From an optimization exercise on the open Yosys and OpenROAD flow, aimed at small area and a short achievable clock period; shortcuts taken in it are not production practice. Function was checked by simulation only, so behaviour that the tests miss may differ from the original. The flow treats the clock pin as an ideal source, which a real chip does not have. No activity file was given, so power comes from the tool's default toggle rates.

==> flow/design.v <==
module bus_slave (
    input  logic CLK,
    input  logic RSTN,
    input  logic B_UTIL,
    input  logic B_RW,
    input  logic B_BUS_IN,
    output logic S_ACK,
    output logic S_BUS_OUT,
    output logic S_BSY
);
    logic       s_addr, s_aack, s_wdata, s_wack, s_rdata;
    logic [3:0] cnt;
    logic [7:0] addr;        
    logic       ok;          
    logic       rw;
    logic [7:0] wd;          
    logic [7:0] rd;          
    wire idle = !(s_addr || s_aack || s_wdata || s_wack || s_rdata);
    wire last = (s_addr && (cnt == 4'd15)) ||
                ((s_aack || s_wack) && (cnt[1:0] == 2'd3)) ||
                ((s_wdata || s_rdata) && (cnt[2:0] == 3'd7));
    wire ok_d   = s_addr ? ((ok || (cnt == 4'd8)) && (B_BUS_IN == (cnt == 4'd12))) : ok;
    wire addr_d = s_addr && B_UTIL && !last;
    wire aack_d = (s_addr && B_UTIL && last) || (s_aack && !last);
    wire wdata_d = (s_aack && last && ok && rw) || (s_wdata && B_UTIL && !last);
    wire wack_d = (s_wdata && B_UTIL && last) || (s_wack && !last);
    wire rdata_d = (s_aack && last && ok && !rw) || (s_rdata && !(B_UTIL && last));
    wire inc    = (idle && B_UTIL) ||
                  (!last && (s_aack || s_wack || ((s_addr || s_wdata || s_rdata) && B_UTIL)));
    wire mem_we = s_wack && (cnt[1:0] == 2'd0);
    always_ff @(posedge CLK or negedge RSTN) begin
        if (!RSTN) begin
            s_addr    <= 1'b0;
            s_aack    <= 1'b0;
            s_wdata   <= 1'b0;
            s_wack    <= 1'b0;
            s_rdata   <= 1'b0;
            cnt       <= '0;
            S_BSY     <= 1'b0;
            S_ACK     <= 1'b0;
            S_BUS_OUT <= 1'b0;
        end else begin
            s_addr    <= (idle && B_UTIL) || addr_d;
            s_aack    <= aack_d;
            s_wdata   <= wdata_d;
            s_wack    <= wack_d;
            s_rdata   <= rdata_d;
            cnt       <= inc ? cnt + 4'd1 : 4'd0;
            S_BSY     <= (idle && B_UTIL) || addr_d || aack_d || wdata_d || wack_d || rdata_d;
            S_ACK     <= wack_d || (aack_d && ok_d);
            S_BUS_OUT <= s_rdata && B_UTIL && rd[cnt[2:0]];
        end
    end
    logic [2047:0] ring;     
    logic [7:0]    ph;       
    logic [7:0]    rp;       
    logic [7:0]    wq;       
    logic          wpend;    
    logic [3:0]    rlo;      
    logic [7:0]    rhi;      
    logic          rcap;     
    logic          rhit;     
    logic [3:0]    whi;      
    logic [3:0]    wlo;
    logic [7:0]    tq;
    logic          rcap_q, rhit_q;
    wire rwin_n = (s_addr && (cnt >= 4'd9)) || (s_aack && !cnt[1]);
    wire       wins    = |whi;
    wire       wpend_n = mem_we || (wpend && !wins);
    wire [7:0] wsel    = mem_we ? rp : wq;       
    logic [7:0] tap;
    always_comb begin
        tap = '0;
        for (int m = 0; m < 32; m++)
            tap = tap | ({8{rhi[m / 4] & rlo[m % 4]}} & ring[64*m +: 8]);
    end
    always_ff @(posedge CLK) begin
        if (idle || (s_addr && !cnt[3])) addr <= {B_BUS_IN, addr[7:1]};
        ok <= ok_d;
        if (s_addr) rw <= B_RW;
        if (s_wdata) wd <= {B_BUS_IN, wd[7:1]};
        ph    <= ph + 8'd1;
        rp    <= addr + ph + 8'd2;
        wq    <= wsel + 8'd1;
        wpend <= wpend_n;
        rcap  <= rwin_n && (rp[2:0] == 3'd0);
        for (int i = 0; i < 4; i++) rlo[i] <= (rp[4:3] == 2'(i));
        for (int i = 0; i < 8; i++) rhi[i] <= (rp[7:5] == 3'(i));
        rhit  <= wpend && !wins && (rp == wq);
        for (int i = 0; i < 4; i++) whi[i] <= wpend_n && (wsel[3:0] == 4'd0) && (wsel[7:6] == 2'(i));
        for (int i = 0; i < 4; i++) wlo[i] <= (wsel[5:4] == 2'(i));
        tq     <= tap;
        rcap_q <= rcap;
        rhit_q <= rhit;
        if (rcap_q) rd <= rhit_q ? wd : tq;
    end
    always_ff @(posedge CLK) begin
        for (int s = 0; s < 256; s++) begin
            if ((s % 16 == 1) && whi[s / 64] && wlo[(s / 16) % 4])
                ring[8*s +: 8] <= wd;
            else
                ring[8*s +: 8] <= ring[8*((s + 255) % 256) +: 8];
        end
    end
endmodule
==> flow/config.mk <==
export PLATFORM = sky130hd
export DESIGN_NAME = bus_slave
export DESIGN_NICKNAME = bus_slave
export VERILOG_FILES = /design/flow/design.v
export SDC_FILE = /design/flow/constraint.sdc
export NUM_CORES = 4
export LEC_CHECK = 0
export CAP_MARGIN = 20
export CORE_MARGIN = 2
export CORE_UTILIZATION = 75
export SETUP_SLACK_MARGIN = 2.0
export SLEW_MARGIN = 20
==> flow/constraint.sdc <==
create_clock -name core_clock -period 4.0 [get_ports {CLK}]
set_input_delay 0.8000 -clock core_clock [delete_from_list [all_inputs] [get_ports {CLK}]]
set_output_delay 0.8000 -clock core_clock [all_outputs]
set_load 0.01 [all_outputs]
standard.sh (not shown) runs the stock make flow with config.mk's settings and CLKGATE_MAP_FILE= SYNTH_SCRIPT=/design/flow/synth_recipe.tcl, a recipe that flattens the netlist after the stock synthesis.
==> flow/flow/run.sh <==
#!/bin/bash
# The standard layout, with two changes to clock tree synthesis: a clkbuf_16 root
# and tree above clkbuf_8 sink buffers, and larger flip-flops on the output ports.
set -euo pipefail
here=$(pwd)
export CTS_ARGS="-sink_clustering_enable -repair_clock_nets -sink_clustering_size 16 -sink_clustering_max_diameter 60 -buf_list {sky130_fd_sc_hd__clkbuf_8 sky130_fd_sc_hd__clkbuf_16} -root_buf sky130_fd_sc_hd__clkbuf_16 -tree_buf sky130_fd_sc_hd__clkbuf_16 -sink_clustering_buffer sky130_fd_sc_hd__clkbuf_8"
export PRE_CTS_TCL="$here/flow/pre_cts.tcl"
bash standard.sh > "$here/standard_flow.log" 2>&1
==> flow/flow/pre_cts.tcl <==
# Upsize the flip-flops that drive the output ports: their clock-to-output delay
# is on the output paths. The registers keep their cell type, only the drive changes.
foreach name {S_ACK$_DFF_PN0_ S_BUS_OUT$_DFF_PN0_ S_BSY$_DFF_PN0_} {
  set inst [get_cells -quiet $name]
  if { [llength $inst] == 1 } {
    puts "pre_cts: resizing $name to sky130_fd_sc_hd__dfrtp_4"
    replace_cell $inst sky130_fd_sc_hd__dfrtp_4
  }
}
The baseline ran to the end with no violations.
Then changed:
==> flow/run.sh (new file) <==
#!/bin/bash
# synth_recipe.tcl (not shown) runs the flow's synth.tcl, then flattens the netlist and writes it again
# the make line also repeats each setting of config.mk as NAME=value (left out here)
make -C /OpenROAD-flow-scripts/flow DESIGN_CONFIG=/design/flow/config.mk WORK_HOME=/design/flow/orfs CLKGATE_MAP_FILE= SYNTH_SCRIPT=/design/flow/synth_recipe.tcl finish
--- a/flow/config.mk
+++ b/flow/config.mk
@@ -10,2 +10,5 @@
 export CORE_UTILIZATION = 75
+export CTS_BUF_LIST = sky130_fd_sc_hd__clkbuf_8
+export CTS_CLUSTER_DIAMETER = 60
+export CTS_CLUSTER_SIZE = 16
 export SETUP_SLACK_MARGIN = 2.0
removed: flow/flow/run.sh
removed: flow/flow/pre_cts.tcl
removed: flow/standard.sh
Global-route usage shrinks by 0.25 points.
Worst hold slack hardly moves.
Count of clock-buffer cells in the layout goes down by 2.
Via count goes down slightly.
Area after synthesis stays the same.
Routed wire length falls slightly.
Non-clock buffer count fell by 1.
Clock skew climbs by 0.0051 ns.
Die area is unchanged.
Combinational power is about the same.
Cell count barely changes.
Then changed:
==> flow/flow/run.sh (new file) <==
#!/bin/bash
# The standard layout, with one change to clock tree synthesis: a clkbuf_16 root
# and tree above clkbuf_8 sink buffers, for a shorter clock insertion delay.
set -euo pipefail
here=$(pwd)
export CTS_ARGS="-sink_clustering_enable -repair_clock_nets -sink_clustering_size 16 -sink_clustering_max_diameter 60 -buf_list {sky130_fd_sc_hd__clkbuf_8 sky130_fd_sc_hd__clkbuf_16} -root_buf sky130_fd_sc_hd__clkbuf_16 -tree_buf sky130_fd_sc_hd__clkbuf_16 -sink_clustering_buffer sky130_fd_sc_hd__clkbuf_8"
bash standard.sh > "$here/standard_flow.log" 2>&1
==> flow/standard.sh (new file) <==
#!/bin/bash
# synth_recipe.tcl (not shown) runs the flow's synth.tcl, then flattens the netlist and writes it again
# the make line also repeats each setting of config.mk as NAME=value (left out here)
make -C /OpenROAD-flow-scripts/flow DESIGN_CONFIG=/design/flow/config.mk WORK_HOME=/design/flow/orfs CLKGATE_MAP_FILE= SYNTH_SCRIPT=/design/flow/synth_recipe.tcl "${@:-finish}"
--- a/flow/config.mk
+++ b/flow/config.mk
@@ -9,6 +9,3 @@
 export CORE_MARGIN = 2
-export CORE_UTILIZATION = 75
-export CTS_BUF_LIST = sky130_fd_sc_hd__clkbuf_8
-export CTS_CLUSTER_DIAMETER = 60
-export CTS_CLUSTER_SIZE = 16
+export CORE_UTILIZATION = 85
 export SETUP_SLACK_MARGIN = 2.0
removed: flow/run.sh
Result: The changed run never finished: it broke off in 4_1_cts with DPL-0033. Area after synthesis does not change. Synthesized cell count is unchanged.
Then changed:
==> flow/flow/run.sh (replaced) <==
#!/bin/bash
# The standard layout, with one change to clock tree synthesis: a clkbuf_16 root
# and tree with clkbuf_16 sink buffers, for a shorter clock insertion delay.
set -euo pipefail
here=$(pwd)
export CTS_ARGS="-sink_clustering_enable -repair_clock_nets -sink_clustering_size 28 -sink_clustering_max_diameter 40 -buf_list {sky130_fd_sc_hd__clkbuf_8 sky130_fd_sc_hd__clkbuf_16} -root_buf sky130_fd_sc_hd__clkbuf_16 -tree_buf sky130_fd_sc_hd__clkbuf_16 -sink_clustering_buffer sky130_fd_sc_hd__clkbuf_16"
bash standard.sh > "$here/standard_flow.log" 2>&1
--- a/flow/config.mk
+++ b/flow/config.mk
@@ -9,3 +9,3 @@
 export CORE_MARGIN = 2
-export CORE_UTILIZATION = 85
+export CORE_UTILIZATION = 75
 export SETUP_SLACK_MARGIN = 2.0
Result: This time the run ran to the end with no violations. Area after synthesis stays the same. Synthesized cell count stays the same.

## afterwards: timing with drivers on the ports
The flow's constraints put no driver on any port. The routed layouts listed below were extracted and timed again, unchanged, in two steps. Step 1 sets driving cells, clkbuf_16 on the clock port and buf_2 on the other inputs (assumed; they add their load-dependent delay and slew). Step 2 also shifts input and output timing later by t, the mid clock arrival at the registers, as if the neighbouring blocks saw the same clock. Slacks: no drivers / after step 1 / after step 2; pairs: no drivers / after step 1.
run	t, ns	setup WS [ns]	hold slack, ns	clock arrival spread, ns	pins driven straight from the clock port
the first run	0.754	1.888 / 1.822 / 1.792	0.322 / 0.322 / 0.322	0.025 / 0.025	1
the second run	0.833	1.888 / 1.827 / 1.795	0.322 / 0.322 / 0.322	0.030 / 0.030	1
the fourth run	0.784	1.938 / 1.875 / 1.731	0.310 / 0.310 / 0.310	0.041 / 0.041	1
After both steps every run listed still meets setup and hold. The setup slack of the fourth run, which loses most, moves by -0.063 ns with the drivers and by -0.207 ns with both steps.
